Background: an optimization exercise with open tools, aiming at small area, a short achievable clock period and few clock cycles per item. Do not read the settings as production practice. Where RTL was checked, it was by simulation tests only, not by an equivalence proof against the original. Function not checked in run 1: the RTL went through the layout flow alone. Power and IR drop assume default switching activity.

[flow/flow/run.sh]
#!/bin/bash
# The standard layout, with timing repair aiming below the clock period:
# repair_timing works to a setup slack of MARGIN ns at the design's clock.
set -euo pipefail
MARGIN=${MARGIN:-7}
bash standard.sh finish SETUP_SLACK_MARGIN=$MARGIN > flow.log 2>&1
[flow/standard.sh]
#!/bin/bash
# synth_recipe.tcl (not shown) runs the flow's synth.tcl, then flattens the netlist and writes it again
# the make line also repeats each setting of config.mk as NAME=value (left out here)
make -C /OpenROAD-flow-scripts/flow DESIGN_CONFIG=/design/flow/config.mk WORK_HOME=/design/flow/orfs CLKGATE_MAP_FILE= SYNTH_SCRIPT=/design/flow/synth_recipe.tcl "${@:-finish}"
[flow/config.mk]
export PLATFORM = sky130hd
export DESIGN_NAME = double_talk_detector_unit
export DESIGN_NICKNAME = double_talk_detector_unit
export VERILOG_FILES = /design/flow/design.v
export SDC_FILE = /design/flow/constraint.sdc
export NUM_CORES = 4
export LEC_CHECK = 0
export ABC_CLOCK_PERIOD_IN_PS = 3500
export CAP_MARGIN = 20
export CORE_MARGIN = 2
export CORE_UTILIZATION = 40
export PLACE_DENSITY = 0.6
export SLEW_MARGIN = 20
export SYNTH_HIERARCHICAL = 1
[flow/constraint.sdc]
create_clock -name core_clock -period 10.0 [get_ports {clock}]
set_input_delay 2.0000 -clock core_clock [delete_from_list [all_inputs] [get_ports {clock}]]
set_output_delay 2.0000 -clock core_clock [all_outputs]
set_load 0.01 [all_outputs]
[flow/design.v]
`default_nettype none
package dtd_pkg;
   localparam int SAMPLE_W    = 16;
   localparam int SUM_W       = 41;
   localparam int LVL_W       = 32;
   localparam int ALPHA_W     = 16;
   localparam int RATIO_W     = 16;
   localparam int SILENCE_W   = 24;
   localparam int CSR_DATA_W  = 24;
   localparam int CSR_IDX_W   = 2;
   localparam logic [ALPHA_W-1:0]   ALPHA_RESET   = 16'd58982;
   localparam logic [RATIO_W-1:0]   RATIO_RESET   = 16'd128;
   localparam logic [SILENCE_W-1:0] SILENCE_RESET = 24'd11;
endpackage
`default_nettype wire
`default_nettype none
module dtd_fa (
   input  wire logic a,
   input  wire logic b,
   input  wire logic c,
   output logic      s,
   output logic      co
);
   assign s  = a ^ b ^ c;
   assign co = (a & b) | (a & c) | (b & c);
endmodule
module dtd_ha (
   input  wire logic a,
   input  wire logic b,
   output logic      s,
   output logic      co
);
   assign s  = a ^ b;
   assign co = a & b;
endmodule
module dtd_sq_tree (
   input  wire logic [14:0] y,
   input  wire logic        s,
   input  wire logic [40:0] a,
   input  wire logic [19:0]  ci,
   output logic [40:0]      o,
   output logic [19:0]       co
);
   wire sv = s;
   wire dg_0 = y[0];
   wire dg_1 = y[1];
   wire dg_2 = y[2];
   wire dg_3 = y[3];
   wire dg_4 = y[4];
   wire dg_5 = y[5];
   wire dg_6 = y[6];
   wire dg_7 = y[7];
   wire dg_8 = y[8];
   wire dg_9 = y[9];
   wire dg_10 = y[10];
   wire dg_11 = y[11];
   wire dg_12 = y[12];
   wire dg_13 = y[13];
   wire dg_14 = y[14];
   wire pp_0_1 = y[0] & y[1];
   wire pp_0_2 = y[0] & y[2];
   wire pp_0_3 = y[0] & y[3];
   wire pp_0_4 = y[0] & y[4];
   wire pp_0_5 = y[0] & y[5];
   wire pp_0_6 = y[0] & y[6];
   wire pp_0_7 = y[0] & y[7];
   wire pp_0_8 = y[0] & y[8];
   wire pp_0_9 = y[0] & y[9];
   wire pp_0_10 = y[0] & y[10];
   wire pp_0_11 = y[0] & y[11];
   wire pp_0_12 = y[0] & y[12];
   wire pp_0_13 = y[0] & y[13];
   wire pp_0_14 = y[0] & y[14];
   wire pp_1_2 = y[1] & y[2];
   wire pp_1_3 = y[1] & y[3];
   wire pp_1_4 = y[1] & y[4];
   wire pp_1_5 = y[1] & y[5];
   wire pp_1_6 = y[1] & y[6];
   wire pp_1_7 = y[1] & y[7];
   wire pp_1_8 = y[1] & y[8];
   wire pp_1_9 = y[1] & y[9];
   wire pp_1_10 = y[1] & y[10];
   wire pp_1_11 = y[1] & y[11];
   wire pp_1_12 = y[1] & y[12];
   wire pp_1_13 = y[1] & y[13];
   wire pp_1_14 = y[1] & y[14];
   wire pp_2_3 = y[2] & y[3];
   wire pp_2_4 = y[2] & y[4];
   wire pp_2_5 = y[2] & y[5];
   wire pp_2_6 = y[2] & y[6];
   wire pp_2_7 = y[2] & y[7];
   wire pp_2_8 = y[2] & y[8];
   wire pp_2_9 = y[2] & y[9];
   wire pp_2_10 = y[2] & y[10];
   wire pp_2_11 = y[2] & y[11];
   wire pp_2_12 = y[2] & y[12];
   wire pp_2_13 = y[2] & y[13];
   wire pp_2_14 = y[2] & y[14];
   wire pp_3_4 = y[3] & y[4];
   wire pp_3_5 = y[3] & y[5];
   wire pp_3_6 = y[3] & y[6];
   wire pp_3_7 = y[3] & y[7];
   wire pp_3_8 = y[3] & y[8];
   wire pp_3_9 = y[3] & y[9];
   wire pp_3_10 = y[3] & y[10];
   wire pp_3_11 = y[3] & y[11];
   wire pp_3_12 = y[3] & y[12];
   wire pp_3_13 = y[3] & y[13];
   wire pp_3_14 = y[3] & y[14];
   wire pp_4_5 = y[4] & y[5];
   wire pp_4_6 = y[4] & y[6];
   wire pp_4_7 = y[4] & y[7];
   wire pp_4_8 = y[4] & y[8];
   wire pp_4_9 = y[4] & y[9];
   wire pp_4_10 = y[4] & y[10];
   wire pp_4_11 = y[4] & y[11];
   wire pp_4_12 = y[4] & y[12];
   wire pp_4_13 = y[4] & y[13];
   wire pp_4_14 = y[4] & y[14];
   wire pp_5_6 = y[5] & y[6];
   wire pp_5_7 = y[5] & y[7];
   wire pp_5_8 = y[5] & y[8];
   wire pp_5_9 = y[5] & y[9];
   wire pp_5_10 = y[5] & y[10];
   wire pp_5_11 = y[5] & y[11];
   wire pp_5_12 = y[5] & y[12];
   wire pp_5_13 = y[5] & y[13];
   wire pp_5_14 = y[5] & y[14];
   wire pp_6_7 = y[6] & y[7];
   wire pp_6_8 = y[6] & y[8];
   wire pp_6_9 = y[6] & y[9];
   wire pp_6_10 = y[6] & y[10];
   wire pp_6_11 = y[6] & y[11];
   wire pp_6_12 = y[6] & y[12];
   wire pp_6_13 = y[6] & y[13];
   wire pp_6_14 = y[6] & y[14];
   wire pp_7_8 = y[7] & y[8];
   wire pp_7_9 = y[7] & y[9];
   wire pp_7_10 = y[7] & y[10];
   wire pp_7_11 = y[7] & y[11];
   wire pp_7_12 = y[7] & y[12];
   wire pp_7_13 = y[7] & y[13];
   wire pp_7_14 = y[7] & y[14];
   wire pp_8_9 = y[8] & y[9];
   wire pp_8_10 = y[8] & y[10];
   wire pp_8_11 = y[8] & y[11];
   wire pp_8_12 = y[8] & y[12];
   wire pp_8_13 = y[8] & y[13];
   wire pp_8_14 = y[8] & y[14];
   wire pp_9_10 = y[9] & y[10];
   wire pp_9_11 = y[9] & y[11];
   wire pp_9_12 = y[9] & y[12];
   wire pp_9_13 = y[9] & y[13];
   wire pp_9_14 = y[9] & y[14];
   wire pp_10_11 = y[10] & y[11];
   wire pp_10_12 = y[10] & y[12];
   wire pp_10_13 = y[10] & y[13];
   wire pp_10_14 = y[10] & y[14];
   wire pp_11_12 = y[11] & y[12];
   wire pp_11_13 = y[11] & y[13];
   wire pp_11_14 = y[11] & y[14];
   wire pp_12_13 = y[12] & y[13];
   wire pp_12_14 = y[12] & y[14];
   wire pp_13_14 = y[13] & y[14];
   wire cr_0 = s & y[0];
   wire cr_1 = s & y[1];
   wire cr_2 = s & y[2];
   wire cr_3 = s & y[3];
   wire cr_4 = s & y[4];
   wire cr_5 = s & y[5];
   wire cr_6 = s & y[6];
   wire cr_7 = s & y[7];
   wire cr_8 = s & y[8];
   wire cr_9 = s & y[9];
   wire cr_10 = s & y[10];
   wire cr_11 = s & y[11];
   wire cr_12 = s & y[12];
   wire cr_13 = s & y[13];
   wire cr_14 = s & y[14];
   wire n1, n2;
   dtd_ha u_n1 (.a(pp_0_11), .b(pp_1_10), .s(n1), .co(n2));
   wire n3, n4;
   dtd_fa u_n3 (.a(pp_0_13), .b(pp_1_12), .c(pp_2_11), .s(n3), .co(n4));
   wire n5, n6;
   dtd_ha u_n5 (.a(pp_0_14), .b(pp_1_13), .s(n5), .co(n6));
   wire n7, n8;
   dtd_fa u_n7 (.a(pp_1_14), .b(pp_2_13), .c(pp_3_12), .s(n7), .co(n8));
   wire n9, n10;
   dtd_ha u_n9 (.a(pp_0_5), .b(pp_1_4), .s(n9), .co(n10));
   wire n11, n12;
   dtd_fa u_n11 (.a(pp_0_7), .b(pp_1_6), .c(pp_2_5), .s(n11), .co(n12));
   wire n13, n14;
   dtd_ha u_n13 (.a(pp_0_8), .b(pp_1_7), .s(n13), .co(n14));
   wire n15, n16;
   dtd_fa u_n15 (.a(pp_0_9), .b(pp_1_8), .c(pp_2_7), .s(n15), .co(n16));
   wire n17, n18;
   dtd_fa u_n17 (.a(pp_3_6), .b(pp_4_5), .c(dg_5), .s(n17), .co(n18));
   wire n19, n20;
   dtd_fa u_n19 (.a(pp_0_10), .b(pp_1_9), .c(pp_2_8), .s(n19), .co(n20));
   wire n21, n22;
   dtd_ha u_n21 (.a(pp_3_7), .b(pp_4_6), .s(n21), .co(n22));
   wire n23, n24;
   dtd_fa u_n23 (.a(n1), .b(pp_2_9), .c(pp_3_8), .s(n23), .co(n24));
   wire n25, n26;
   dtd_fa u_n25 (.a(pp_4_7), .b(pp_5_6), .c(dg_6), .s(n25), .co(n26));
   wire n27, n28;
   dtd_ha u_n27 (.a(cr_11), .b(a[12]), .s(n27), .co(n28));
   wire n29, n30;
   dtd_fa u_n29 (.a(n2), .b(pp_0_12), .c(pp_1_11), .s(n29), .co(n30));
   wire n31, n32;
   dtd_fa u_n31 (.a(pp_2_10), .b(pp_3_9), .c(pp_4_8), .s(n31), .co(n32));
   wire n33, n34;
   dtd_fa u_n33 (.a(pp_5_7), .b(cr_12), .c(a[13]), .s(n33), .co(n34));
   wire n35, n36;
   dtd_fa u_n35 (.a(n3), .b(pp_3_10), .c(pp_4_9), .s(n35), .co(n36));
   wire n37, n38;
   dtd_fa u_n37 (.a(pp_5_8), .b(pp_6_7), .c(dg_7), .s(n37), .co(n38));
   wire n39, n40;
   dtd_fa u_n39 (.a(cr_13), .b(a[14]), .c(ci[6]), .s(n39), .co(n40));
   wire n41, n42;
   dtd_fa u_n41 (.a(n4), .b(n5), .c(pp_2_12), .s(n41), .co(n42));
   wire n43, n44;
   dtd_fa u_n43 (.a(pp_3_11), .b(pp_4_10), .c(pp_5_9), .s(n43), .co(n44));
   wire n45, n46;
   dtd_fa u_n45 (.a(pp_6_8), .b(cr_14), .c(a[15]), .s(n45), .co(n46));
   wire n47, n48;
   dtd_fa u_n47 (.a(n6), .b(n7), .c(pp_4_11), .s(n47), .co(n48));
   wire n49, n50;
   dtd_fa u_n49 (.a(pp_5_10), .b(pp_6_9), .c(pp_7_8), .s(n49), .co(n50));
   wire n51, n52;
   dtd_fa u_n51 (.a(dg_8), .b(a[16]), .c(ci[7]), .s(n51), .co(n52));
   wire n53, n54;
   dtd_fa u_n53 (.a(n8), .b(pp_2_14), .c(pp_3_13), .s(n53), .co(n54));
   wire n55, n56;
   dtd_fa u_n55 (.a(pp_4_12), .b(pp_5_11), .c(pp_6_10), .s(n55), .co(n56));
   wire n57, n58;
   dtd_ha u_n57 (.a(pp_7_9), .b(a[17]), .s(n57), .co(n58));
   wire n59, n60;
   dtd_fa u_n59 (.a(pp_3_14), .b(pp_4_13), .c(pp_5_12), .s(n59), .co(n60));
   wire n61, n62;
   dtd_fa u_n61 (.a(pp_6_11), .b(pp_7_10), .c(pp_8_9), .s(n61), .co(n62));
   wire n63, n64;
   dtd_fa u_n63 (.a(dg_9), .b(a[18]), .c(ci[8]), .s(n63), .co(n64));
   wire n65, n66;
   dtd_fa u_n65 (.a(pp_4_14), .b(pp_5_13), .c(pp_6_12), .s(n65), .co(n66));
   wire n67, n68;
   dtd_ha u_n67 (.a(pp_7_11), .b(pp_8_10), .s(n67), .co(n68));
   wire n69, n70;
   dtd_fa u_n69 (.a(pp_5_14), .b(pp_6_13), .c(pp_7_12), .s(n69), .co(n70));
   wire n71, n72;
   dtd_fa u_n71 (.a(pp_8_11), .b(pp_9_10), .c(dg_10), .s(n71), .co(n72));
   wire n73, n74;
   dtd_ha u_n73 (.a(pp_6_14), .b(pp_7_13), .s(n73), .co(n74));
   wire n75, n76;
   dtd_fa u_n75 (.a(pp_7_14), .b(pp_8_13), .c(pp_9_12), .s(n75), .co(n76));
   wire n77, n78;
   dtd_ha u_n77 (.a(pp_0_1), .b(dg_1), .s(n77), .co(n78));
   wire n79, n80;
   dtd_fa u_n79 (.a(pp_0_3), .b(pp_1_2), .c(dg_2), .s(n79), .co(n80));
   wire n81, n82;
   dtd_ha u_n81 (.a(pp_0_4), .b(pp_1_3), .s(n81), .co(n82));
   wire n83, n84;
   dtd_fa u_n83 (.a(n9), .b(pp_2_3), .c(dg_3), .s(n83), .co(n84));
   wire n85, n86;
   dtd_ha u_n85 (.a(cr_5), .b(a[6]), .s(n85), .co(n86));
   wire n87, n88;
   dtd_fa u_n87 (.a(n10), .b(pp_0_6), .c(pp_1_5), .s(n87), .co(n88));
   wire n89, n90;
   dtd_fa u_n89 (.a(pp_2_4), .b(cr_6), .c(a[7]), .s(n89), .co(n90));
   wire n91, n92;
   dtd_fa u_n91 (.a(n11), .b(pp_3_4), .c(dg_4), .s(n91), .co(n92));
   wire n93, n94;
   dtd_fa u_n93 (.a(cr_7), .b(a[8]), .c(ci[3]), .s(n93), .co(n94));
   wire n95, n96;
   dtd_fa u_n95 (.a(n12), .b(n13), .c(pp_2_6), .s(n95), .co(n96));
   wire n97, n98;
   dtd_fa u_n97 (.a(pp_3_5), .b(cr_8), .c(a[9]), .s(n97), .co(n98));
   wire n99, n100;
   dtd_fa u_n99 (.a(n14), .b(n15), .c(n17), .s(n99), .co(n100));
   wire n101, n102;
   dtd_fa u_n101 (.a(cr_9), .b(a[10]), .c(ci[4]), .s(n101), .co(n102));
   wire n103, n104;
   dtd_fa u_n103 (.a(n16), .b(n18), .c(n19), .s(n103), .co(n104));
   wire n105, n106;
   dtd_fa u_n105 (.a(n21), .b(cr_10), .c(a[11]), .s(n105), .co(n106));
   wire n107, n108;
   dtd_fa u_n107 (.a(n20), .b(n22), .c(n23), .s(n107), .co(n108));
   wire n109, n110;
   dtd_fa u_n109 (.a(n25), .b(n27), .c(ci[5]), .s(n109), .co(n110));
   wire n111, n112;
   dtd_fa u_n111 (.a(n24), .b(n26), .c(n28), .s(n111), .co(n112));
   wire n113, n114;
   dtd_fa u_n113 (.a(n29), .b(n31), .c(n33), .s(n113), .co(n114));
   wire n115, n116;
   dtd_fa u_n115 (.a(n30), .b(n32), .c(n34), .s(n115), .co(n116));
   wire n117, n118;
   dtd_fa u_n117 (.a(n35), .b(n37), .c(n39), .s(n117), .co(n118));
   wire n119, n120;
   dtd_fa u_n119 (.a(n36), .b(n38), .c(n40), .s(n119), .co(n120));
   wire n121, n122;
   dtd_fa u_n121 (.a(n41), .b(n43), .c(n45), .s(n121), .co(n122));
   wire n123, n124;
   dtd_fa u_n123 (.a(n42), .b(n44), .c(n46), .s(n123), .co(n124));
   wire n125, n126;
   dtd_fa u_n125 (.a(n47), .b(n49), .c(n51), .s(n125), .co(n126));
   wire n127, n128;
   dtd_fa u_n127 (.a(n48), .b(n50), .c(n52), .s(n127), .co(n128));
   wire n129, n130;
   dtd_fa u_n129 (.a(n53), .b(n55), .c(n57), .s(n129), .co(n130));
   wire n131, n132;
   dtd_fa u_n131 (.a(n54), .b(n56), .c(n58), .s(n131), .co(n132));
   wire n133, n134;
   dtd_fa u_n133 (.a(n59), .b(n61), .c(n63), .s(n133), .co(n134));
   wire n135, n136;
   dtd_fa u_n135 (.a(n60), .b(n62), .c(n64), .s(n135), .co(n136));
   wire n137, n138;
   dtd_fa u_n137 (.a(n65), .b(n67), .c(a[19]), .s(n137), .co(n138));
   wire n139, n140;
   dtd_fa u_n139 (.a(n66), .b(n68), .c(n69), .s(n139), .co(n140));
   wire n141, n142;
   dtd_fa u_n141 (.a(n71), .b(a[20]), .c(ci[9]), .s(n141), .co(n142));
   wire n143, n144;
   dtd_fa u_n143 (.a(n70), .b(n72), .c(n73), .s(n143), .co(n144));
   wire n145, n146;
   dtd_fa u_n145 (.a(pp_8_12), .b(pp_9_11), .c(a[21]), .s(n145), .co(n146));
   wire n147, n148;
   dtd_fa u_n147 (.a(n74), .b(n75), .c(pp_10_11), .s(n147), .co(n148));
   wire n149, n150;
   dtd_fa u_n149 (.a(dg_11), .b(a[22]), .c(ci[10]), .s(n149), .co(n150));
   wire n151, n152;
   dtd_fa u_n151 (.a(n76), .b(pp_8_14), .c(pp_9_13), .s(n151), .co(n152));
   wire n153, n154;
   dtd_ha u_n153 (.a(pp_10_12), .b(a[23]), .s(n153), .co(n154));
   wire n155, n156;
   dtd_fa u_n155 (.a(pp_9_14), .b(pp_10_13), .c(pp_11_12), .s(n155), .co(n156));
   wire n157, n158;
   dtd_fa u_n157 (.a(dg_12), .b(a[24]), .c(ci[11]), .s(n157), .co(n158));
   wire n159, n160;
   dtd_ha u_n159 (.a(pp_10_14), .b(pp_11_13), .s(n159), .co(n160));
   wire n161, n162;
   dtd_fa u_n161 (.a(pp_11_14), .b(pp_12_13), .c(dg_13), .s(n161), .co(n162));
   wire n163, n164;
   dtd_ha u_n163 (.a(n77), .b(cr_1), .s(n163), .co(n164));
   wire n165, n166;
   dtd_fa u_n165 (.a(n78), .b(pp_0_2), .c(cr_2), .s(n165), .co(n166));
   wire n167, n168;
   dtd_fa u_n167 (.a(n79), .b(cr_3), .c(a[4]), .s(n167), .co(n168));
   wire n169, n170;
   dtd_fa u_n169 (.a(n80), .b(n81), .c(cr_4), .s(n169), .co(n170));
   wire n171, n172;
   dtd_fa u_n171 (.a(n82), .b(n83), .c(n85), .s(n171), .co(n172));
   wire n173, n174;
   dtd_fa u_n173 (.a(n84), .b(n86), .c(n87), .s(n173), .co(n174));
   wire n175, n176;
   dtd_fa u_n175 (.a(n88), .b(n90), .c(n91), .s(n175), .co(n176));
   wire n177, n178;
   dtd_fa u_n177 (.a(n92), .b(n94), .c(n95), .s(n177), .co(n178));
   wire n179, n180;
   dtd_fa u_n179 (.a(n96), .b(n98), .c(n99), .s(n179), .co(n180));
   wire n181, n182;
   dtd_fa u_n181 (.a(n100), .b(n102), .c(n103), .s(n181), .co(n182));
   wire n183, n184;
   dtd_fa u_n183 (.a(n104), .b(n106), .c(n107), .s(n183), .co(n184));
   wire n185, n186;
   dtd_fa u_n185 (.a(n108), .b(n110), .c(n111), .s(n185), .co(n186));
   wire n187, n188;
   dtd_fa u_n187 (.a(n112), .b(n114), .c(n115), .s(n187), .co(n188));
   wire n189, n190;
   dtd_fa u_n189 (.a(n116), .b(n118), .c(n119), .s(n189), .co(n190));
   wire n191, n192;
   dtd_fa u_n191 (.a(n120), .b(n122), .c(n123), .s(n191), .co(n192));
   wire n193, n194;
   dtd_fa u_n193 (.a(n124), .b(n126), .c(n127), .s(n193), .co(n194));
   wire n195, n196;
   dtd_fa u_n195 (.a(n128), .b(n130), .c(n131), .s(n195), .co(n196));
   wire n197, n198;
   dtd_fa u_n197 (.a(n132), .b(n134), .c(n135), .s(n197), .co(n198));
   wire n199, n200;
   dtd_fa u_n199 (.a(n136), .b(n138), .c(n139), .s(n199), .co(n200));
   wire n201, n202;
   dtd_fa u_n201 (.a(n140), .b(n142), .c(n143), .s(n201), .co(n202));
   wire n203, n204;
   dtd_fa u_n203 (.a(n144), .b(n146), .c(n147), .s(n203), .co(n204));
   wire n205, n206;
   dtd_fa u_n205 (.a(n148), .b(n150), .c(n151), .s(n205), .co(n206));
   wire n207, n208;
   dtd_fa u_n207 (.a(n152), .b(n154), .c(n155), .s(n207), .co(n208));
   wire n209, n210;
   dtd_fa u_n209 (.a(n156), .b(n158), .c(n159), .s(n209), .co(n210));
   wire n211, n212;
   dtd_fa u_n211 (.a(n160), .b(n161), .c(a[26]), .s(n211), .co(n212));
   wire n213, n214;
   dtd_ha u_n213 (.a(n162), .b(pp_12_14), .s(n213), .co(n214));
   wire n215, n216;
   dtd_fa u_n215 (.a(pp_13_14), .b(dg_14), .c(a[28]), .s(n215), .co(n216));
   wire n217, n218;
   dtd_ha u_n217 (.a(dg_0), .b(sv), .s(n217), .co(n218));
   wire n219, n220;
   dtd_ha u_n219 (.a(cr_0), .b(a[1]), .s(n219), .co(n220));
   wire n221, n222;
   dtd_fa u_n221 (.a(n163), .b(a[2]), .c(ci[0]), .s(n221), .co(n222));
   wire n223, n224;
   dtd_fa u_n223 (.a(n164), .b(n165), .c(a[3]), .s(n223), .co(n224));
   wire n225, n226;
   dtd_fa u_n225 (.a(n166), .b(n167), .c(ci[1]), .s(n225), .co(n226));
   wire n227, n228;
   dtd_fa u_n227 (.a(n168), .b(n169), .c(a[5]), .s(n227), .co(n228));
   wire n229, n230;
   dtd_fa u_n229 (.a(n170), .b(n171), .c(ci[2]), .s(n229), .co(n230));
   wire n231, n232;
   dtd_fa u_n231 (.a(n172), .b(n173), .c(n89), .s(n231), .co(n232));
   wire n233, n234;
   dtd_fa u_n233 (.a(n174), .b(n175), .c(n93), .s(n233), .co(n234));
   wire n235, n236;
   dtd_fa u_n235 (.a(n176), .b(n177), .c(n97), .s(n235), .co(n236));
   wire n237, n238;
   dtd_fa u_n237 (.a(n178), .b(n179), .c(n101), .s(n237), .co(n238));
   wire n239, n240;
   dtd_fa u_n239 (.a(n180), .b(n181), .c(n105), .s(n239), .co(n240));
   wire n241, n242;
   dtd_fa u_n241 (.a(n182), .b(n183), .c(n109), .s(n241), .co(n242));
   wire n243, n244;
   dtd_fa u_n243 (.a(n184), .b(n185), .c(n113), .s(n243), .co(n244));
   wire n245, n246;
   dtd_fa u_n245 (.a(n186), .b(n187), .c(n117), .s(n245), .co(n246));
   wire n247, n248;
   dtd_fa u_n247 (.a(n188), .b(n189), .c(n121), .s(n247), .co(n248));
   wire n249, n250;
   dtd_fa u_n249 (.a(n190), .b(n191), .c(n125), .s(n249), .co(n250));
   wire n251, n252;
   dtd_fa u_n251 (.a(n192), .b(n193), .c(n129), .s(n251), .co(n252));
   wire n253, n254;
   dtd_fa u_n253 (.a(n194), .b(n195), .c(n133), .s(n253), .co(n254));
   wire n255, n256;
   dtd_fa u_n255 (.a(n196), .b(n197), .c(n137), .s(n255), .co(n256));
   wire n257, n258;
   dtd_fa u_n257 (.a(n198), .b(n199), .c(n141), .s(n257), .co(n258));
   wire n259, n260;
   dtd_fa u_n259 (.a(n200), .b(n201), .c(n145), .s(n259), .co(n260));
   wire n261, n262;
   dtd_fa u_n261 (.a(n202), .b(n203), .c(n149), .s(n261), .co(n262));
   wire n263, n264;
   dtd_fa u_n263 (.a(n204), .b(n205), .c(n153), .s(n263), .co(n264));
   wire n265, n266;
   dtd_fa u_n265 (.a(n206), .b(n207), .c(n157), .s(n265), .co(n266));
   wire n267, n268;
   dtd_fa u_n267 (.a(n208), .b(n209), .c(a[25]), .s(n267), .co(n268));
   wire n269, n270;
   dtd_fa u_n269 (.a(n210), .b(n211), .c(ci[12]), .s(n269), .co(n270));
   wire n271, n272;
   dtd_fa u_n271 (.a(n212), .b(n213), .c(a[27]), .s(n271), .co(n272));
   wire n273, n274;
   dtd_fa u_n273 (.a(n214), .b(n215), .c(ci[13]), .s(n273), .co(n274));
   wire n275, n276;
   dtd_ha u_n275 (.a(n216), .b(a[29]), .s(n275), .co(n276));
   wire n277, n278;
   dtd_ha u_n277 (.a(a[30]), .b(ci[14]), .s(n277), .co(n278));
   wire n279, n280;
   dtd_ha u_n279 (.a(n217), .b(a[0]), .s(n279), .co(n280));
   wire n281, n282;
   dtd_fa u_n281 (.a(n218), .b(n219), .c(n280), .s(n281), .co(n282));
   wire n283, n284;
   dtd_ha u_n283 (.a(n220), .b(n221), .s(n283), .co(n284));
   wire n285, n286;
   dtd_fa u_n285 (.a(n222), .b(n223), .c(n284), .s(n285), .co(n286));
   wire n287, n288;
   dtd_ha u_n287 (.a(n224), .b(n225), .s(n287), .co(n288));
   wire n289, n290;
   dtd_fa u_n289 (.a(n226), .b(n227), .c(n288), .s(n289), .co(n290));
   wire n291, n292;
   dtd_ha u_n291 (.a(n228), .b(n229), .s(n291), .co(n292));
   wire n293, n294;
   dtd_fa u_n293 (.a(n230), .b(n231), .c(n292), .s(n293), .co(n294));
   wire n295, n296;
   dtd_ha u_n295 (.a(n232), .b(n233), .s(n295), .co(n296));
   wire n297, n298;
   dtd_fa u_n297 (.a(n234), .b(n235), .c(n296), .s(n297), .co(n298));
   wire n299, n300;
   dtd_ha u_n299 (.a(n236), .b(n237), .s(n299), .co(n300));
   wire n301, n302;
   dtd_fa u_n301 (.a(n238), .b(n239), .c(n300), .s(n301), .co(n302));
   wire n303, n304;
   dtd_ha u_n303 (.a(n240), .b(n241), .s(n303), .co(n304));
   wire n305, n306;
   dtd_fa u_n305 (.a(n242), .b(n243), .c(n304), .s(n305), .co(n306));
   wire n307, n308;
   dtd_ha u_n307 (.a(n244), .b(n245), .s(n307), .co(n308));
   wire n309, n310;
   dtd_fa u_n309 (.a(n246), .b(n247), .c(n308), .s(n309), .co(n310));
   wire n311, n312;
   dtd_ha u_n311 (.a(n248), .b(n249), .s(n311), .co(n312));
   wire n313, n314;
   dtd_fa u_n313 (.a(n250), .b(n251), .c(n312), .s(n313), .co(n314));
   wire n315, n316;
   dtd_ha u_n315 (.a(n252), .b(n253), .s(n315), .co(n316));
   wire n317, n318;
   dtd_fa u_n317 (.a(n254), .b(n255), .c(n316), .s(n317), .co(n318));
   wire n319, n320;
   dtd_ha u_n319 (.a(n256), .b(n257), .s(n319), .co(n320));
   wire n321, n322;
   dtd_fa u_n321 (.a(n258), .b(n259), .c(n320), .s(n321), .co(n322));
   wire n323, n324;
   dtd_ha u_n323 (.a(n260), .b(n261), .s(n323), .co(n324));
   wire n325, n326;
   dtd_fa u_n325 (.a(n262), .b(n263), .c(n324), .s(n325), .co(n326));
   wire n327, n328;
   dtd_ha u_n327 (.a(n264), .b(n265), .s(n327), .co(n328));
   wire n329, n330;
   dtd_fa u_n329 (.a(n266), .b(n267), .c(n328), .s(n329), .co(n330));
   wire n331, n332;
   dtd_ha u_n331 (.a(n268), .b(n269), .s(n331), .co(n332));
   wire n333, n334;
   dtd_fa u_n333 (.a(n270), .b(n271), .c(n332), .s(n333), .co(n334));
   wire n335, n336;
   dtd_ha u_n335 (.a(n272), .b(n273), .s(n335), .co(n336));
   wire n337, n338;
   dtd_fa u_n337 (.a(n274), .b(n275), .c(n336), .s(n337), .co(n338));
   wire n339, n340;
   dtd_ha u_n339 (.a(n276), .b(n277), .s(n339), .co(n340));
   wire n341, n342;
   dtd_fa u_n341 (.a(n278), .b(a[31]), .c(n340), .s(n341), .co(n342));
   wire n343, n344;
   dtd_ha u_n343 (.a(a[32]), .b(ci[15]), .s(n343), .co(n344));
   wire n345, n346;
   dtd_ha u_n345 (.a(a[33]), .b(n344), .s(n345), .co(n346));
   wire n347, n348;
   dtd_ha u_n347 (.a(a[34]), .b(ci[16]), .s(n347), .co(n348));
   wire n349, n350;
   dtd_ha u_n349 (.a(a[35]), .b(n348), .s(n349), .co(n350));
   wire n351, n352;
   dtd_ha u_n351 (.a(a[36]), .b(ci[17]), .s(n351), .co(n352));
   wire n353, n354;
   dtd_ha u_n353 (.a(a[37]), .b(n352), .s(n353), .co(n354));
   wire n355, n356;
   dtd_ha u_n355 (.a(a[38]), .b(ci[18]), .s(n355), .co(n356));
   wire n357, n358;
   dtd_ha u_n357 (.a(a[39]), .b(n356), .s(n357), .co(n358));
   wire n359, n360;
   dtd_ha u_n359 (.a(a[40]), .b(ci[19]), .s(n359), .co(n360));
   assign o = {n359, n357, n355, n353, n351, n349, n347, n345, n343, n341, n339, n337, n335, n333, n331, n329, n327, n325, n323, n321, n319, n317, n315, n313, n311, n309, n307, n305, n303, n301, n299, n297, n295, n293, n291, n289, n287, n285, n283, n281, n279};
   assign co = {n358, n354, n350, n346, n342, n338, n334, n330, n326, n322, n318, n314, n310, n306, n302, n298, n294, n290, n286, n282};
endmodule
module dtd_resolve (
   input  wire logic [40:0] a,
   input  wire logic [19:0]  c,
   output logic [40:0]      r
);
   logic [20:0] cin;
   assign cin[0] = 1'b0;
   assign cin[1] = c[0] | (cin[0] & (&a[1:0]));
   assign cin[2] = c[1] | (cin[1] & (&a[3:2]));
   assign cin[3] = c[2] | (cin[2] & (&a[5:4]));
   assign cin[4] = c[3] | (cin[3] & (&a[7:6]));
   assign cin[5] = c[4] | (cin[4] & (&a[9:8]));
   assign cin[6] = c[5] | (cin[5] & (&a[11:10]));
   assign cin[7] = c[6] | (cin[6] & (&a[13:12]));
   assign cin[8] = c[7] | (cin[7] & (&a[15:14]));
   assign cin[9] = c[8] | (cin[8] & (&a[17:16]));
   assign cin[10] = c[9] | (cin[9] & (&a[19:18]));
   assign cin[11] = c[10] | (cin[10] & (&a[21:20]));
   assign cin[12] = c[11] | (cin[11] & (&a[23:22]));
   assign cin[13] = c[12] | (cin[12] & (&a[25:24]));
   assign cin[14] = c[13] | (cin[13] & (&a[27:26]));
   assign cin[15] = c[14] | (cin[14] & (&a[29:28]));
   assign cin[16] = c[15] | (cin[15] & (&a[31:30]));
   assign cin[17] = c[16] | (cin[16] & (&a[33:32]));
   assign cin[18] = c[17] | (cin[17] & (&a[35:34]));
   assign cin[19] = c[18] | (cin[18] & (&a[37:36]));
   assign cin[20] = c[19] | (cin[19] & (&a[39:38]));
   assign r[1:0] = a[1:0];
   assign r[3:2] = a[3:2] + 2'(cin[1]);
   assign r[5:4] = a[5:4] + 2'(cin[2]);
   assign r[7:6] = a[7:6] + 2'(cin[3]);
   assign r[9:8] = a[9:8] + 2'(cin[4]);
   assign r[11:10] = a[11:10] + 2'(cin[5]);
   assign r[13:12] = a[13:12] + 2'(cin[6]);
   assign r[15:14] = a[15:14] + 2'(cin[7]);
   assign r[17:16] = a[17:16] + 2'(cin[8]);
   assign r[19:18] = a[19:18] + 2'(cin[9]);
   assign r[21:20] = a[21:20] + 2'(cin[10]);
   assign r[23:22] = a[23:22] + 2'(cin[11]);
   assign r[25:24] = a[25:24] + 2'(cin[12]);
   assign r[27:26] = a[27:26] + 2'(cin[13]);
   assign r[29:28] = a[29:28] + 2'(cin[14]);
   assign r[31:30] = a[31:30] + 2'(cin[15]);
   assign r[33:32] = a[33:32] + 2'(cin[16]);
   assign r[35:34] = a[35:34] + 2'(cin[17]);
   assign r[37:36] = a[37:36] + 2'(cin[18]);
   assign r[39:38] = a[39:38] + 2'(cin[19]);
   assign r[40:40] = a[40:40] + 1'(cin[20]);
endmodule
`default_nettype wire
`default_nettype none
module dtd_div4 (
   input  wire logic [10:0] rem,
   input  wire logic [1:0]  nxt,
   input  wire logic [10:0] d,
   input  wire logic [12:0] d3,
   output logic [10:0]      rem_o,
   output logic [1:0]       q_o
);
   logic [12:0] t;
   logic [13:0] c1, c2, c3;
   assign t  = {rem, nxt};
   assign c1 = {1'b0, t} - {3'b0, d};
   assign c2 = {1'b0, t} - {2'b0, d, 1'b0};
   assign c3 = {1'b0, t} - {1'b0, d3};
   always_comb begin
      if (!c3[13]) begin
         q_o   = 2'd3;
         rem_o = c3[10:0];
      end else if (!c2[13]) begin
         q_o   = 2'd2;
         rem_o = c2[10:0];
      end else if (!c1[13]) begin
         q_o   = 2'd1;
         rem_o = c1[10:0];
      end else begin
         q_o   = 2'd0;
         rem_o = t[10:0];
      end
   end
endmodule
`default_nettype wire
`default_nettype none
module double_talk_detector_unit (
   input  wire logic         clock,
   input  wire logic         reset,
   input  wire logic         req_valid,
   output logic              req_ready,
   input  wire logic [15:0]  req_far_sample,
   input  wire logic [15:0]  req_mic_sample,
   input  wire logic         req_frame_end,
   output logic              rsp_valid,
   input  wire logic         rsp_ready,
   output logic [1:0]        rsp_talk_state,
   output logic              rsp_adapt_hold,
   input  wire logic         csr_write_enable,
   input  wire logic [1:0]   csr_index,
   input  wire logic [23:0]  csr_write_data
);
   localparam int NB = 20;    
   localparam logic [1:0] A_IDLE = 2'd0;
   localparam logic [1:0] A_DIV  = 2'd1;
   localparam logic [1:0] A_DONE = 2'd2;
   localparam logic [2:0] B_IDLE = 3'd0;
   localparam logic [2:0] B_FAR  = 3'd1;
   localparam logic [2:0] B_MIC  = 3'd2;
   localparam logic [2:0] B_RAT  = 3'd3;
   localparam logic [2:0] B_OUT  = 3'd4;
   logic [15:0]   alpha_ff;
   logic [15:0]   ratio_ff;
   logic [23:0]   silence_ff;
   logic          ready_ff;
   logic          in_v_ff, in_last_ff;
   logic [14:0]   in_fy_ff, in_my_ff;
   logic          in_fs_ff, in_ms_ff;
   logic [9:0]    cnt_ff, dcnt_ff;
   logic          full_ff;
   logic          clr_ff;
   logic [40:0]   fsum_ff, msum_ff;
   logic [NB-1:0] fcb_ff, mcb_ff;
   logic [1:0]    a_st_ff;
   logic [3:0]    a_cnt_ff;
   logic [10:0]   div_ff;
   logic [12:0]   div3_ff;
   logic [10:0]   frem_ff, mrem_ff;
   logic [29:0]   fq_ff, mq_ff;
   logic [2:0]    b_ph_ff;
   logic [3:0]    b_j_ff;
   logic [32:0]   acc_ff;
   logic [30:0]   flvl_ff, mlvl_ff;
   logic          out_valid_ff;
   logic [1:0]    talk_ff;
   always_ff @(posedge clock) begin
      if (reset) begin
         alpha_ff   <= dtd_pkg::ALPHA_RESET;
         ratio_ff   <= dtd_pkg::RATIO_RESET;
         silence_ff <= dtd_pkg::SILENCE_RESET;
      end else if (csr_write_enable) begin
         case (csr_index)
            2'd0:    alpha_ff   <= csr_write_data[15:0];
            2'd1:    ratio_ff   <= csr_write_data[15:0];
            2'd2:    silence_ff <= csr_write_data;
            default: ;
         endcase
      end
   end
   logic          accept, keep_in, load, clr;
   logic [9:0]    cnt_in;
   logic [40:0]   fsum_in, msum_in, fsum_o, msum_o, fres, mres;
   logic [NB-1:0] fcb_in, mcb_in, fcb_o, mcb_o;
   logic          full_in;
   assign accept  = req_valid && ready_ff;
   assign cnt_in  = (in_v_ff && in_last_ff) ? 10'd0 : cnt_ff + {9'd0, in_v_ff};
   assign keep_in = accept && (req_frame_end || !(&cnt_in));
   assign clr     = clr_ff;
   assign fsum_in = clr ? 41'd0 : fsum_ff;
   assign msum_in = clr ? 41'd0 : msum_ff;
   assign fcb_in  = clr ? '0 : fcb_ff;
   assign mcb_in  = clr ? '0 : mcb_ff;
   dtd_sq_tree u_ftree (
      .y  (in_fy_ff),
      .s  (in_fs_ff),
      .a  (fsum_in),
      .ci (fcb_in),
      .o  (fsum_o),
      .co (fcb_o)
   );
   dtd_sq_tree u_mtree (
      .y  (in_my_ff),
      .s  (in_ms_ff),
      .a  (msum_in),
      .ci (mcb_in),
      .o  (msum_o),
      .co (mcb_o)
   );
   dtd_resolve u_fres (.a(fsum_ff), .c(fcb_ff), .r(fres));
   dtd_resolve u_mres (.a(msum_ff), .c(mcb_ff), .r(mres));
   assign full_in = (full_ff && !load) || (in_v_ff && in_last_ff);
   always_ff @(posedge clock) begin
      in_fy_ff   <= {15{keep_in}} & (req_far_sample[14:0] ^ {15{req_far_sample[15]}});
      in_fs_ff   <= keep_in & req_far_sample[15];
      in_my_ff   <= {15{keep_in}} & (req_mic_sample[14:0] ^ {15{req_mic_sample[15]}});
      in_ms_ff   <= keep_in & req_mic_sample[15];
      in_last_ff <= req_frame_end;
      fsum_ff    <= fsum_o;
      msum_ff    <= msum_o;
      fcb_ff     <= fcb_o;
      mcb_ff     <= mcb_o;
      if (in_v_ff && in_last_ff) begin
         dcnt_ff <= cnt_ff;
      end
      if (reset) begin
         in_v_ff <= 1'b0;
         cnt_ff  <= '0;
         full_ff <= 1'b0;
         clr_ff  <= 1'b1;
      end else begin
         in_v_ff <= keep_in;
         full_ff <= full_in;
         clr_ff  <= full_in && (a_st_in == A_IDLE);
         cnt_ff  <= cnt_in;
      end
   end
   logic [1:0]  a_st_in;
   logic [10:0] frem_o, mrem_o;
   logic [1:0]  fq_o, mq_o;
   logic        b_fin;
   assign load = full_ff && (a_st_ff == A_IDLE);
   dtd_div4 u_fdiv (
      .rem   (frem_ff),
      .nxt   (fq_ff[29:28]),
      .d     (div_ff),
      .d3    (div3_ff),
      .rem_o (frem_o),
      .q_o   (fq_o)
   );
   dtd_div4 u_mdiv (
      .rem   (mrem_ff),
      .nxt   (mq_ff[29:28]),
      .d     (div_ff),
      .d3    (div3_ff),
      .rem_o (mrem_o),
      .q_o   (mq_o)
   );
   always_comb begin
      a_st_in = a_st_ff;
      case (a_st_ff)
         A_IDLE:  if (full_ff) a_st_in = A_DIV;
         A_DIV:   if (a_cnt_ff == 4'd14) a_st_in = A_DONE;
         A_DONE:  if (b_fin) a_st_in = A_IDLE;
         default: a_st_in = A_IDLE;
      endcase
   end
   always_ff @(posedge clock) begin
      if (load) begin
         frem_ff  <= fres[40:30];
         fq_ff    <= fres[29:0];
         mrem_ff  <= mres[40:30];
         mq_ff    <= mres[29:0];
         div_ff   <= {1'b0, dcnt_ff} + 11'd2;
         div3_ff  <= {3'b0, dcnt_ff} + {2'b0, dcnt_ff, 1'b0} + 13'd6;
         a_cnt_ff <= '0;
      end else if (a_st_ff == A_DIV) begin
         frem_ff  <= frem_o;
         fq_ff    <= {fq_ff[27:0], fq_o};
         mrem_ff  <= mrem_o;
         mq_ff    <= {mq_ff[27:0], mq_o};
         a_cnt_ff <= a_cnt_ff + 4'd1;
      end
      if (reset) begin
         a_st_ff <= A_IDLE;
      end else begin
         a_st_ff <= a_st_in;
      end
   end
   logic [2:0]  b_ph_in;
   logic [3:0]  b_j_in;
   logic        out_free;
   logic        far_on, mic_on, hit;
   logic [1:0]  talk_new;
   typedef struct packed {
      logic yf1, yf2, ym1, ym2, yfq, ymq, yneg;
      logic xacc, xf, xm;
      logic ash, ans, ainit;
      logic wf, wm;
   } ctl_type;
   ctl_type     ctl_ff, ctl_in;
   logic [3:0]  bidx_in;
   logic [15:0] mval_in;
   logic [2:0]  trip_in;
   logic        d_one, d_two, d_neg;
   always_comb begin
      b_ph_in = b_ph_ff;
      b_j_in  = b_j_ff + 4'd1;
      case (b_ph_ff)
         B_IDLE: begin
            b_j_in = '0;
            if (a_st_ff == A_DONE) b_ph_in = B_FAR;
         end
         B_FAR, B_MIC, B_RAT: begin
            if (b_j_ff == 4'd10) begin
               b_j_in  = '0;
               b_ph_in = (b_ph_ff == B_FAR) ? B_MIC :
                         (b_ph_ff == B_MIC) ? B_RAT : B_OUT;
            end
         end
         B_OUT: begin
            b_j_in = '0;
            if (out_free) b_ph_in = B_IDLE;
         end
         default: begin
            b_j_in  = '0;
            b_ph_in = B_IDLE;
         end
      endcase
   end
   always_comb begin
      mval_in = (b_ph_ff == B_RAT) ? ratio_ff : alpha_ff;
      bidx_in = (b_ph_ff == B_RAT && b_j_ff >= 4'd5) ? b_j_ff - 4'd1 : b_j_ff;
      case (bidx_in)
         4'd0:    trip_in = {mval_in[1], mval_in[0], 1'b0};
         4'd1:    trip_in = mval_in[3:1];
         4'd2:    trip_in = mval_in[5:3];
         4'd3:    trip_in = mval_in[7:5];
         4'd4:    trip_in = mval_in[9:7];
         4'd5:    trip_in = mval_in[11:9];
         4'd6:    trip_in = mval_in[13:11];
         4'd7:    trip_in = mval_in[15:13];
         default: trip_in = {2'b00, mval_in[15]};
      endcase
      d_one = (trip_in == 3'b001) || (trip_in == 3'b010) ||
              (trip_in == 3'b101) || (trip_in == 3'b110);
      d_two = (trip_in == 3'b011) || (trip_in == 3'b100);
      d_neg = trip_in[2] && (trip_in != 3'b111);
      ctl_in = '0;
      case (b_ph_in)
         B_FAR, B_MIC: begin
            if (b_j_in == 4'd0) begin
               ctl_in.yfq  = (b_ph_in == B_FAR);
               ctl_in.ymq  = (b_ph_in == B_MIC);
               ctl_in.yneg = 1'b1;
               ctl_in.xf   = (b_ph_in == B_FAR);
               ctl_in.xm   = (b_ph_in == B_MIC);
               ctl_in.wf   = (b_ph_in == B_FAR);
               ctl_in.wm   = (b_ph_in == B_MIC);
            end else if (b_j_in == 4'd10) begin
               ctl_in.yfq  = (b_ph_in == B_FAR);
               ctl_in.ymq  = (b_ph_in == B_MIC);
               ctl_in.xacc = 1'b1;
               ctl_in.wf   = (b_ph_in == B_FAR);
               ctl_in.wm   = (b_ph_in == B_MIC);
            end else begin
               ctl_in.yf1  = d_one && (b_ph_in == B_FAR);
               ctl_in.yf2  = d_two && (b_ph_in == B_FAR);
               ctl_in.ym1  = d_one && (b_ph_in == B_MIC);
               ctl_in.ym2  = d_two && (b_ph_in == B_MIC);
               ctl_in.yneg = d_neg;
               ctl_in.xacc = (b_j_in != 4'd1);
               ctl_in.ash  = (b_j_in != 4'd9);
               ctl_in.ans  = (b_j_in == 4'd9);
            end
         end
         B_RAT: begin
            if (b_j_in == 4'd0) begin
               ctl_in.ainit = 1'b1;
            end else if (b_j_in == 4'd5) begin
               ctl_in.ym1  = 1'b1;
               ctl_in.yneg = 1'b1;
               ctl_in.xacc = 1'b1;
               ctl_in.ans  = 1'b1;
            end else begin
               ctl_in.yf1  = d_one;
               ctl_in.yf2  = d_two;
               ctl_in.yneg = d_neg;
               ctl_in.xacc = 1'b1;
               ctl_in.ash  = (b_j_in != 4'd10);
               ctl_in.ans  = (b_j_in == 4'd10);
            end
         end
         default: ;
      endcase
   end
   logic [33:0] xop, ysel, yop, sum;
   assign xop  = ({34{ctl_ff.xacc}} & {acc_ff[32], acc_ff}) |
                 ({34{ctl_ff.xf}} & {{3{flvl_ff[30]}}, flvl_ff}) |
                 ({34{ctl_ff.xm}} & {{3{mlvl_ff[30]}}, mlvl_ff});
   assign ysel = ({34{ctl_ff.yf1}} & {{3{flvl_ff[30]}}, flvl_ff}) |
                 ({34{ctl_ff.yf2}} & {{2{flvl_ff[30]}}, flvl_ff, 1'b0}) |
                 ({34{ctl_ff.ym1}} & {{3{mlvl_ff[30]}}, mlvl_ff}) |
                 ({34{ctl_ff.ym2}} & {{2{mlvl_ff[30]}}, mlvl_ff, 1'b0}) |
                 ({34{ctl_ff.yfq}} & {4'd0, fq_ff}) |
                 ({34{ctl_ff.ymq}} & {4'd0, mq_ff});
   assign yop  = ysel ^ {34{ctl_ff.yneg}};
   assign sum  = xop + yop + {33'd0, ctl_ff.yneg};
   assign b_fin    = (b_ph_ff == B_MIC) && (b_j_ff == 4'd10);
   assign out_free = !out_valid_ff || rsp_ready;
   assign far_on   = (flvl_ff[29:0] > {6'd0, silence_ff});
   assign mic_on   = (mlvl_ff[29:0] > {6'd0, silence_ff});
   assign hit      = acc_ff[32];
   assign talk_new = (far_on && mic_on && hit) ? 2'd3 :
                     far_on ? 2'd1 :
                     mic_on ? 2'd2 : 2'd0;
   always_ff @(posedge clock) begin
      if (reset) begin
         ctl_ff <= '0;
      end else begin
         ctl_ff <= ctl_in;
      end
      if (ctl_ff.ainit) begin
         acc_ff <= {17'd0, ratio_ff};
      end else if (ctl_ff.ash) begin
         acc_ff <= {sum[33], sum[33:2]};
      end else if (ctl_ff.ans) begin
         acc_ff <= sum[32:0];
      end
      if (reset) begin
         flvl_ff <= '0;
         mlvl_ff <= '0;
      end else begin
         if (ctl_ff.wf) flvl_ff <= sum[30:0];
         if (ctl_ff.wm) mlvl_ff <= sum[30:0];
      end
      if (reset) begin
         b_ph_ff      <= B_IDLE;
         b_j_ff       <= '0;
         out_valid_ff <= 1'b0;
      end else begin
         b_ph_ff <= b_ph_in;
         b_j_ff  <= b_j_in;
         if (b_ph_ff == B_OUT && out_free) begin
            out_valid_ff <= 1'b1;
            talk_ff      <= talk_new;
         end else if (rsp_ready) begin
            out_valid_ff <= 1'b0;
         end
      end
   end
   assign rsp_valid      = out_valid_ff;
   assign rsp_talk_state = talk_ff;
   assign rsp_adapt_hold = talk_ff[1];
   logic full1, idle1, full2, idle2;
   assign full1 = full_in;
   assign idle1 = (a_st_in == A_IDLE);
   assign full2 = (full1 && !idle1) || (keep_in && req_frame_end);
   assign idle2 = (idle1 && !full1) ||
                  (b_ph_in == B_MIC && b_j_in == 4'd10);
   always_ff @(posedge clock) begin
      if (reset) begin
         ready_ff <= 1'b1;
      end else begin
         ready_ff <= !(full2 && !idle2);
      end
   end
   assign req_ready = ready_ff;
endmodule
`default_nettype wire
==> metrics.md, run 1 <==
| Metric | Value |
|---|---|
| IO Pins | `69` |
| CTS clk-pin slew, worst paths | `70 ps` |
| GR Overflow Total | `0` |
| Status | `finished clean` |
| Vias | `27600` |
| Num rows | `111` |
| Clock Tree Buf Depth | `3` |
| Clock Tree Root | `clkbuf_16` |
| Cell depth of the worst setup path | `17` |
| Register Area | `10700 um^2` |
| Slowest cell on the critical path | `fa_2` |
| Drt first pass iters | `7` |
| Total of max-cap violations | `0` |
| Final Hold Fails | `0` |
| Placed cell area | `38300 um^2` |
| Die Height | `309 um` |
| Reg2reg end | `acc_ff[24]$_SDFFE_PP0P_` |
| Worst EP required | `10550 ps` |
| Fin area | `43800 um^2` |
| Worst Setup Start Kind | `flop` |
| Sequential share of the synthesized area | `28.5%` |
| Antenna violations before repair | `1` |
| Worst-path cell chain | `buf_12 -> a222oi_1 -> buf_4 -> a21bo_4 -> and2_4 -> fa_2 -> a21o_1 -> a221oi_2 -> nand4b_1 -> a211oi_2 -> nand4b_1 -> buf_4 -> a31oi_4 -> o21bai_4 -> xnor2_2 -> nor2_1 -> a211oi_1` |
| Core region area | `91900 um^2` |
| Max FO, Critical Path | `4` |
| Worst hold path cell count | `0` |
| H-Tree Depth | `2` |
| Post-DP HPWL | `70900 um` |
| LEAKAGE | `18.4 nW` |
| PwrDens | `135 nW/um^2` |
| GRT Total Usage | `21.2%` |
| TritonCTS Sinks | `463` |
| Worst Hold Path EP | `dcnt_ff[8]$_DFFE_PP_` |
| Setup TNS | `0 ps` |
| Pin count of the biggest net entering global routing | `91` |
| Routed length per instance | `20.5 um` |
| N_diodes | `0` |
| Count of unique library cells instantiated by Yosys | `108` |
| Final WL | `103000 um` |
| Worst Tran Pin Value | `955 ps` |
| CTS tree | `yes` |
| Fraction of registers with async set/reset | `0%` |
| Crit path time final | `3980 ps` |
| Synth Instances | `3721` |
| Endpoints failing setup | `0` |
| Vias in the first global route | `27300` |
| Slew margin rel. | `36.3%` |
| Die area | `95500 um^2` |
| Via/cell ratio | `5.48` |
| Syn_area_per_cell | `10.0 um^2` |
| Most common cell after layout, fill and taps aside | `dfxtp_1` |
| Worst-Skew Late Latency | `640 ps` |
| Worst R2R Start | `ctl_ff[6]$_SDFF_PP0_` |
| Reg2reg path depth | `17` |
| Most frequent cells in the layout | `dfxtp_1 (285), ha_1 (259), nand2_1 (249)` |
| IO Port Bufs | `68` |
| Max Slew Vio Count | `0` |
| Synth Cell Area | `37200 um^2` |
| Hold Crit Class | `flop to flop` |
| Worst Path Buf+Inv | `3` |
| Post-synth EDFFs | `132` |
| Reg2Reg Setup Slack | `6020 ps` |
| Detail Route Antenna Nets | `0` |
| First-pass GRT wire length | `159000 um` |
| Yosys warns | `8` |
| Peak VDD IR | `0.000114 V` |
| Flops & latches, synth | `463` |
| Pwr Total | `5.93 mW` |
| Ratio of cells with drive above 1 in the final layout | `24.3%` |
| Crit-path max cell delay | `380 ps` |
| Detailed Route Iter0 Violations | `2159` |
| FMAX | `0.251 GHz` |
| Initial core utilization | `40.5%` |
| Worst Hold Launch | `cnt_ff[8]$_SDFF_PP0_` |
| CTS Buf Count | `55` |
| Crit end category | `flop` |
| Layout area overhead | `17.7%` |
| Fin nets | `4401` |
| RSZ-0062 raised after global routing | `yes` |
| Cts hold-fix bufs | `0` |
| Setup Skew | `41.1 ps` |
| Multi-input gate area | `26200 um^2` |
| Critical Path AT | `4530 ps` |
| Period Utilization, post-route | `39.8%` |
| # fillers | `8505` |
| Routability congestion estimate | `0.877` |
| Critical path class | `flop to flop` |
| Predominant post-synthesis flop cell | `dfxtp_1` |
| DRC viols | `0` |
| Family with the most delay on the worst path | `compound AO/OA/AOI/OAI gates` |
| Die width | `309 um` |
-- area by class of cell --
class                      instances  share of cell area [%]
sequential                       463                    24.5
inverter                         161                    1.39
clock inverter                    25                   0.551
multi-input combinational       2808                    59.8
timing repair buffer             265                    6.61
tap                             1243                    3.55
clock buffer                      78                    3.60
-- power breakdown --
group	total (mW)	internal (mW)	switching (mW)
Sequential	2.36	2.14	0.222
Combinational	1.52	0.746	0.769
Clock	2.05	1.18	0.874
-- per-stage QoR --
stage               utilization [%]  instances  hold WS (ps)  setup slack [ps]
floorplan                         -       3722           408              6400
global placement               41.7       4760           420              5280
detailed placement             41.7       4760           420              5270
CTS                            46.0       4979           435              6160
global route                   47.6       5043           447              5850
finish                         47.6       5043           435              6020
-- how the worst max path moves through the flow --
stage / start / endpoint / slack, ps
after floorplan: in_fy_ff[12]$_DFF_P_ / fsum_ff[19]$_DFF_P_ / 6400
after global placement: ctl_ff[9]$_SDFF_PP0_ / acc_ff[30]$_SDFFE_PP0P_ / 5280
after detailed placement: ctl_ff[9]$_SDFF_PP0_ / acc_ff[30]$_SDFFE_PP0P_ / 5270
after CTS: ctl_ff[6]$_SDFF_PP0_ / acc_ff[30]$_SDFFE_PP0P_ / 6160
after global routing: ctl_ff[6]$_SDFF_PP0_ / acc_ff[28]$_SDFFE_PP0P_ / 5850
final: ctl_ff[6]$_SDFF_PP0_ / acc_ff[24]$_SDFFE_PP0P_ / 6020
-- metal layers --
metal / track usage [%] / vias up / wire (um)
li1: - / 13100 / -
met1: 29.8 / 13700 / 47300
met2: 33.7 / 741 / 47300
met3: 3.19 / 163 / 5960
met4: 5.72 / 2 / 2750
met5: 0 / - / 13
-- per-module statistics from Yosys (local to each module, per instance) --
module	flip-flops and latches	cells
dtd_sq_tree	0	197
double_talk_detector_unit	463	2185
dtd_ha	0	1
dtd_resolve	0	111
dtd_div4	0	280
dtd_fa	0	1
-- logic make-up after synthesis --
logic type               Yosys count  synth area share [%]
AO/OA/AOI/OAI                    720                  14.1
flip-flops                       463                  28.5
AND/OR/NAND/NOR                 1138                  16.1
adder cells (fa/ha/maj)          583                  25.2
multiplexers                     173                  4.96
buffers and inverters            456                  6.69
XOR/XNOR                         187                  4.47
other                              1                0.0101
-- worst reg2reg max path, cell delays in order, from the launching register on --
cell	delay, ps
dfxtp_4	350
buf_12	140
a222oi_1	310
buf_4	180
a21bo_4	230
and2_4	160
fa_2	380
a21o_1	220
a221oi_2	300
nand4b_1	260
a211oi_2	130
nand4b_1	310
buf_4	220
a31oi_4	150
o21bai_4	80
xnor2_2	240
nor2_1	60
a211oi_1	180
-- flip-flops by register name (all words and copies together), names as in the netlist, 24 cells and up --
name and flops:
silence_ff 24, flvl_ff 31, fq_ff 30, mq_ff 30, fsum_ff 41, acc_ff 33, mlvl_ff 31, msum_ff 41
-- synth_stat cells (8+ instances only) --
| cell type | instances | area share, % |
|---|---|---|
| nand2b_1 | 29 | 0.49 |
| and3_1 | 11 | 0.18 |
| clkbuf_1 | 104 | 1.0 |
| or4_1 | 8 | 0.16 |
| o22ai_1 | 13 | 0.22 |
| mux2_2 | 90 | 2.7 |
| and2_1 | 219 | 3.7 |
| a221oi_1 | 10 | 0.24 |
| nand3_1 | 64 | 0.86 |
| o21ai_0 | 63 | 0.85 |
| buf_4 | 131 | 2.6 |
| xor2_1 | 101 | 2.4 |
| edfxtp_1 | 132 | 11 |
| and2_2 | 38 | 0.77 |
| o21bai_1 | 19 | 0.38 |
| a22oi_1 | 91 | 1.8 |
| nand4_1 | 28 | 0.47 |
| a211oi_1 | 28 | 0.56 |
| o31ai_1 | 9 | 0.18 |
| a31o_2 | 11 | 0.26 |
| fa_1 | 278 | 15 |
| nor2b_1 | 144 | 2.4 |
| a21o_1 | 51 | 1.0 |
| a31oi_1 | 32 | 0.54 |
| nand3b_1 | 28 | 0.56 |
| nor2_1 | 222 | 2.2 |
| a21oi_1 | 166 | 2.2 |
| o21a_1 | 32 | 0.65 |
| inv_1 | 158 | 1.6 |
| xnor2_1 | 84 | 2.0 |
| nand2_1 | 252 | 2.5 |
| nor4_1 | 9 | 0.15 |
| buf_6 | 37 | 1.1 |
| o211ai_1 | 13 | 0.26 |
| a211o_1 | 13 | 0.31 |
| a2111oi_0 | 9 | 0.21 |
| mux2i_1 | 83 | 2.2 |
| buf_1 | 17 | 0.17 |
| nor3_1 | 33 | 0.44 |
| a222oi_1 | 31 | 0.83 |
| ha_1 | 305 | 10 |
| o21ai_1 | 18 | 0.24 |
| dfxtp_1 | 331 | 18 |
-- repair_timing --
action                                  CTS  global route
pin swaps                               119           129
cloned                                    9             5
endpoints found under the setup margin  360           290
gates resized for setup                 294           226
hold endpoints to repair                  0             0
buffers inserted                        107            59
==> run 2: changes to the inputs <==
--- a/flow/design.v
+++ b/flow/design.v
@@ -671,2 +671,3 @@
    logic [32:0]   acc_ff;
+   logic          hit_ff;
    logic [30:0]   flvl_ff, mlvl_ff;
@@ -805,3 +806,3 @@
       logic xacc, xf, xm;
-      logic ash, ans, ainit;
+      logic ash, xr, hcap;
       logic wf, wm;
@@ -881,3 +882,2 @@
                ctl_in.ash  = (b_j_in != 4'd9);
-               ctl_in.ans  = (b_j_in == 4'd9);
             end
@@ -886,3 +886,3 @@
             if (b_j_in == 4'd0) begin
-               ctl_in.ainit = 1'b1;
+               ctl_in.xr   = 1'b1;
             end else if (b_j_in == 4'd5) begin
@@ -891,3 +891,2 @@
                ctl_in.xacc = 1'b1;
-               ctl_in.ans  = 1'b1;
             end else begin
@@ -898,3 +897,3 @@
                ctl_in.ash  = (b_j_in != 4'd10);
-               ctl_in.ans  = (b_j_in == 4'd10);
+               ctl_in.hcap = (b_j_in == 4'd10);
             end
@@ -907,3 +906,4 @@
                  ({34{ctl_ff.xf}} & {{3{flvl_ff[30]}}, flvl_ff}) |
-                 ({34{ctl_ff.xm}} & {{3{mlvl_ff[30]}}, mlvl_ff});
+                 ({34{ctl_ff.xm}} & {{3{mlvl_ff[30]}}, mlvl_ff}) |
+                 ({34{ctl_ff.xr}} & {18'd0, ratio_ff});
    assign ysel = ({34{ctl_ff.yf1}} & {{3{flvl_ff[30]}}, flvl_ff}) |
@@ -920,3 +920,3 @@
    assign mic_on   = (mlvl_ff[29:0] > {6'd0, silence_ff});
-   assign hit      = acc_ff[32];
+   assign hit      = hit_ff;
    assign talk_new = (far_on && mic_on && hit) ? 2'd3 :
@@ -930,9 +930,10 @@
       end
-      if (ctl_ff.ainit) begin
-         acc_ff <= {17'd0, ratio_ff};
-      end else if (ctl_ff.ash) begin
+      if (ctl_ff.ash) begin
          acc_ff <= {sum[33], sum[33:2]};
-      end else if (ctl_ff.ans) begin
+      end else begin
          acc_ff <= sum[32:0];
       end
+      if (ctl_ff.hcap) begin
+         hit_ff <= sum[32];
+      end
       if (reset) begin
==> metrics.md, run 2 <==
| Metric | Value |
|---|---|
| Family with the most delay on the worst path | `adder cells` |
| Initial core utilization | `40.4%` |
| IO Pins | `69` |
| Endpoints failing setup | `0` |
| Layout area overhead | `19.6%` |
| Worst-path cell chain | `and2_4 -> fa_2 -> fa_2 -> fa_2 -> fa_2 -> fa_1 -> ha_4 -> fa_2` |
| Top cells by count, synth | `dfxtp_1 (347), ha_1 (305), fa_1 (278), nand2_1 (263), and2_1 (210)` |
| Fin cells | `5102` |
| GR Overflow Total | `0` |
| Num rows | `111` |
| FMAX | `0.284 GHz` |
| Core region area | `91800 um^2` |
| Syn_area_per_cell | `9.97 um^2` |
| Max Slew Vio Count | `0` |
| Worst hold path cell count | `2` |
| Count of unique library cells instantiated by Yosys | `107` |
| Post-synth top area cell | `dfxtp_1` |
| Max FO, Critical Path | `4` |
| Yosys warns | `8` |
| Critical path class | `flop to flop` |
| Fin area | `44400 um^2` |
| RSZ-0062 raised after global routing | `yes` |
| Hold Crit Class | `flop to flop` |
| Status | `finished clean` |
| Met2 wire length | `47700 um` |
| Register Area | `10600 um^2` |
| Slowest cell on the critical path | `fa_2` |
| Worst EP required | `10570 ps` |
| Worst Hold Path EP | `alpha_ff[0]$_SDFFE_PP0P_` |
| Most common cell in the netlist | `dfxtp_1` |
| Period Utilization, post-route | `35.2%` |
| Most used cell, CP | `fa_2` |
| TritonCTS Sinks | `464` |
| Post-DP HPWL | `69300 um` |
| Via/cell ratio | `5.46` |
| Fin nets | `4461` |
| LEAKAGE | `18.8 nW` |
| Crit end category | `flop` |
| Ratio of cells with drive above 1 in the final layout | `25.9%` |
| Clock Tree Root | `clkbuf_16` |
| GRT Total Usage | `21.0%` |
| Setup TNS | `0 ps` |
| Worst Hold Launch | `alpha_ff[0]$_SDFFE_PP0P_` |
| Worst Setup Start Kind | `flop` |
| IO Port Bufs | `68` |
| Worst R2R Start | `in_fy_ff[12]$_DFF_P_` |
| Pin count of the biggest net entering global routing | `81` |
| Max Used Layer | `met5` |
| Worst-Skew Late Latency | `640 ps` |
| Most common cell after layout, fill and taps aside | `dfxtp_1` |
| Placed insts | `4760` |
| Most frequent cells in the layout | `dfxtp_1 (301), ha_1 (265), nand2_1 (258)` |
| Fraction of registers with async set/reset | `0%` |
| Placed cell area | `38200 um^2` |
| DRC viols | `0` |
| Reg2reg end | `fsum_ff[19]$_DFF_P_` |
| Sequential share of the synthesized area | `28.2%` |
| PwrDens | `132 nW/um^2` |
| First-pass GRT wire length | `159000 um` |
| Synth area leaders | `dfxtp_1 (19%), fa_1 (15%), ha_1 (10%), edfxtp_1 (9.5%), and2_1 (3.5%)` |
| Routability congestion estimate | `0.877` |
| Die area | `95200 um^2` |
| H-Tree Depth | `2` |
| Final Hold Fails | `0` |
| Synth top area share | `18.7%` |
| Vias | `27800` |
| CTS clk-pin slew, worst paths | `60 ps` |
| Vias in the first global route | `27700` |
| Reg2reg path depth | `8` |
| Routed length per instance | `20.3 um` |
| Met1 WL | `46400 um` |
| # fillers | `8380` |
| Die Height | `309 um` |
| Peak VDD IR | `0.000131 V` |
| Minimum hold slack | `453 ps` |
| Worst Path Buf+Inv | `0` |
| Final WL | `104000 um` |
| Predominant post-synthesis flop cell | `dfxtp_1` |
| Met3 wire length | `5330 um` |
| Synth Cell Area | `37100 um^2` |
| Clock Tree Buf Depth | `3` |
| Die width | `309 um` |
| CTS Buf Count | `53` |
| Setup Skew | `36.9 ps` |
| Antenna violations before repair | `2` |
| Flops & latches, synth | `464` |
| Biggest regs | `fsum_ff: 41 flops, msum_ff: 41 flops, acc_ff: 33 flops` |
| Post-synth EDFFs | `117` |
| Detailed Route Iter0 Violations | `2126` |
| Crit-path max cell delay | `550 ps` |
| Multi-input gate area | `26200 um^2` |
| Critical Path AT | `4090 ps` |
| CTS tree | `yes` |
| Synth Instances | `3722` |
| Worst Tran Pin Value | `994 ps` |
| Reg2Reg Setup Slack | `6480 ps` |
| Drt first pass iters | `6` |
| Detail Route Antenna Nets | `0` |
| Crit path time final | `3520 ps` |
| Total of max-cap violations | `0` |
| Slew margin rel. | `33.7%` |
## run 2: cell types whose count changed in the layout (fill, tap and decap cells not counted), moves of 14 or more
cell / before / now
a222oi_1: 31 / 14
dfxtp_1: 285 / 301
buf_4: 109 / 162
nor2_1: 191 / 172
nand2b_1: 29 / 43
inv_1: 150 / 136
xor2_1: 96 / 74
a22oi_2: 5 / 26
mux2i_1: 83 / 62
edfxtp_1: 132 / 117
xnor2_1: 66 / 89
## run 2: worst max-delay path by stage
stage / endpoint / slack (ps) / depth (start not counted) / from
finish: fsum_ff[19]$_DFF_P_ / 6480 / 8 / in_fy_ff[12]$_DFF_P_
global route: flvl_ff[15]$_SDFFE_PP0P_ / 6380 / 19 / ctl_ff[14]$_SDFF_PP0_
CTS: acc_ff[32]$_DFF_P_ / 6500 / 16 / ctl_ff[9]$_SDFF_PP0_
detailed placement: mlvl_ff[30]$_SDFFE_PP0P_ / 5600 / 14 / ctl_ff[1]$_SDFF_PP0_
global placement: mlvl_ff[26]$_SDFFE_PP0P_ / 5600 / 15 / ctl_ff[1]$_SDFF_PP0_
floorplan: fsum_ff[19]$_DFF_P_ / 6400 / 10 / in_fy_ff[12]$_DFF_P_
## run 2: kinds of logic (layout without fill, tap and decap cells)
logic type | count (synthesis) | after routing | synth area share (%)
XOR/XNOR | 191 | 191 | 4.51
AO/OA/AOI/OAI | 725 | 725 | 14.1
multiplexers | 158 | 158 | 4.58
flip-flops | 464 | 464 | 28.2
adder cells (fa/ha/maj) | 583 | 583 | 25.3
AND/OR/NAND/NOR | 1156 | 1157 | 16.7
other | 1 | 3 | 0.0101
buffers and inverters | 444 | 578 | 6.66
## run 2: what timing repair did
item / in CTS / in global routing
setup endpoints to repair: 266 / 249
hold buffers: 0 / 0
cloned: 14 / 8
pin swaps: 156 / 139
gates resized for setup: 342 / 192
buffers inserted: 133 / 87
## run 2: tightest hold or removal path, cell delays in order, from the launching register on
cell	delay (ps)
dfxtp_1	310
nand2_1	50
a21oi_1	50
## run 2: report_power, final
part / switching (mW) / leakage, nW / internal, mW
registers: 0.217 / 3.94 / 2.12
logic: 0.733 / 13.9 / 0.741
clock network: 0.863 / 0.900 / 1.18
total: 1.81 / 18.8 / 4.04
## run 2: routing by layer
layer  global-route usage (%)  vias up
met4                     7.59        2
met2                     34.3      770
met1                     28.5    13700
met5                        0        -
li1                         -    13200
met3                     2.65      190
## run 2: final cells by class
| cell class | count | share of cell area, % |
|---|---|---|
| diodes | 1 | 0.00564 |
| clock buffers | 74 | 3.52 |
| clock inverters | 25 | 0.612 |
| inverters | 145 | 1.23 |
| multi-input cells | 2816 | 59.0 |
| flip-flops and latches | 464 | 23.9 |
| well taps | 1243 | 3.50 |
| repair buffers | 334 | 8.19 |
## run 2: Yosys stat by module, one instance, submodules excluded
| module | cell area [um^2] | times used | cells inside | flops+latches |
|---|---|---|---|---|
| dtd_resolve | 885 | 2 | 108 | 0 |
| dtd_ha | 12.5 | 90 | 1 | 0 |
| dtd_div4 | 2050 | 2 | 280 | 0 |
| dtd_sq_tree | 1410 | 2 | 197 | 0 |
| dtd_fa | 20.0 | 270 | 1 | 0 |
| double_talk_detector_unit | 21900 | 1 | 2192 | 464 |
## run 2: through the flow
stage / utilization, % / power (mW) / setup WS [ps]
4_1_cts: 46.6 / 5.84 / 6500
3_3_place_gp: 41.6 / 3.65 / 5600
2_1_floorplan: - / 3.62 / 6400
5_1_grt: 48.3 / 6.20 / 6380
6_report: 48.4 / 5.85 / 6480
3_5_place_dp: 41.6 / 3.67 / 5600
Testbench counts of run 2, summed over its fixed seeds: cycles 29,390, items 384.

Setup slack of run 2, layout unchanged: 6.483 ns with ideal ports, 6.483 ns with driving cells assumed (clock clkbuf_16, inputs buf_2), 6.283 ns with port delays also shifted by the 0.692 ns mid clock arrival.
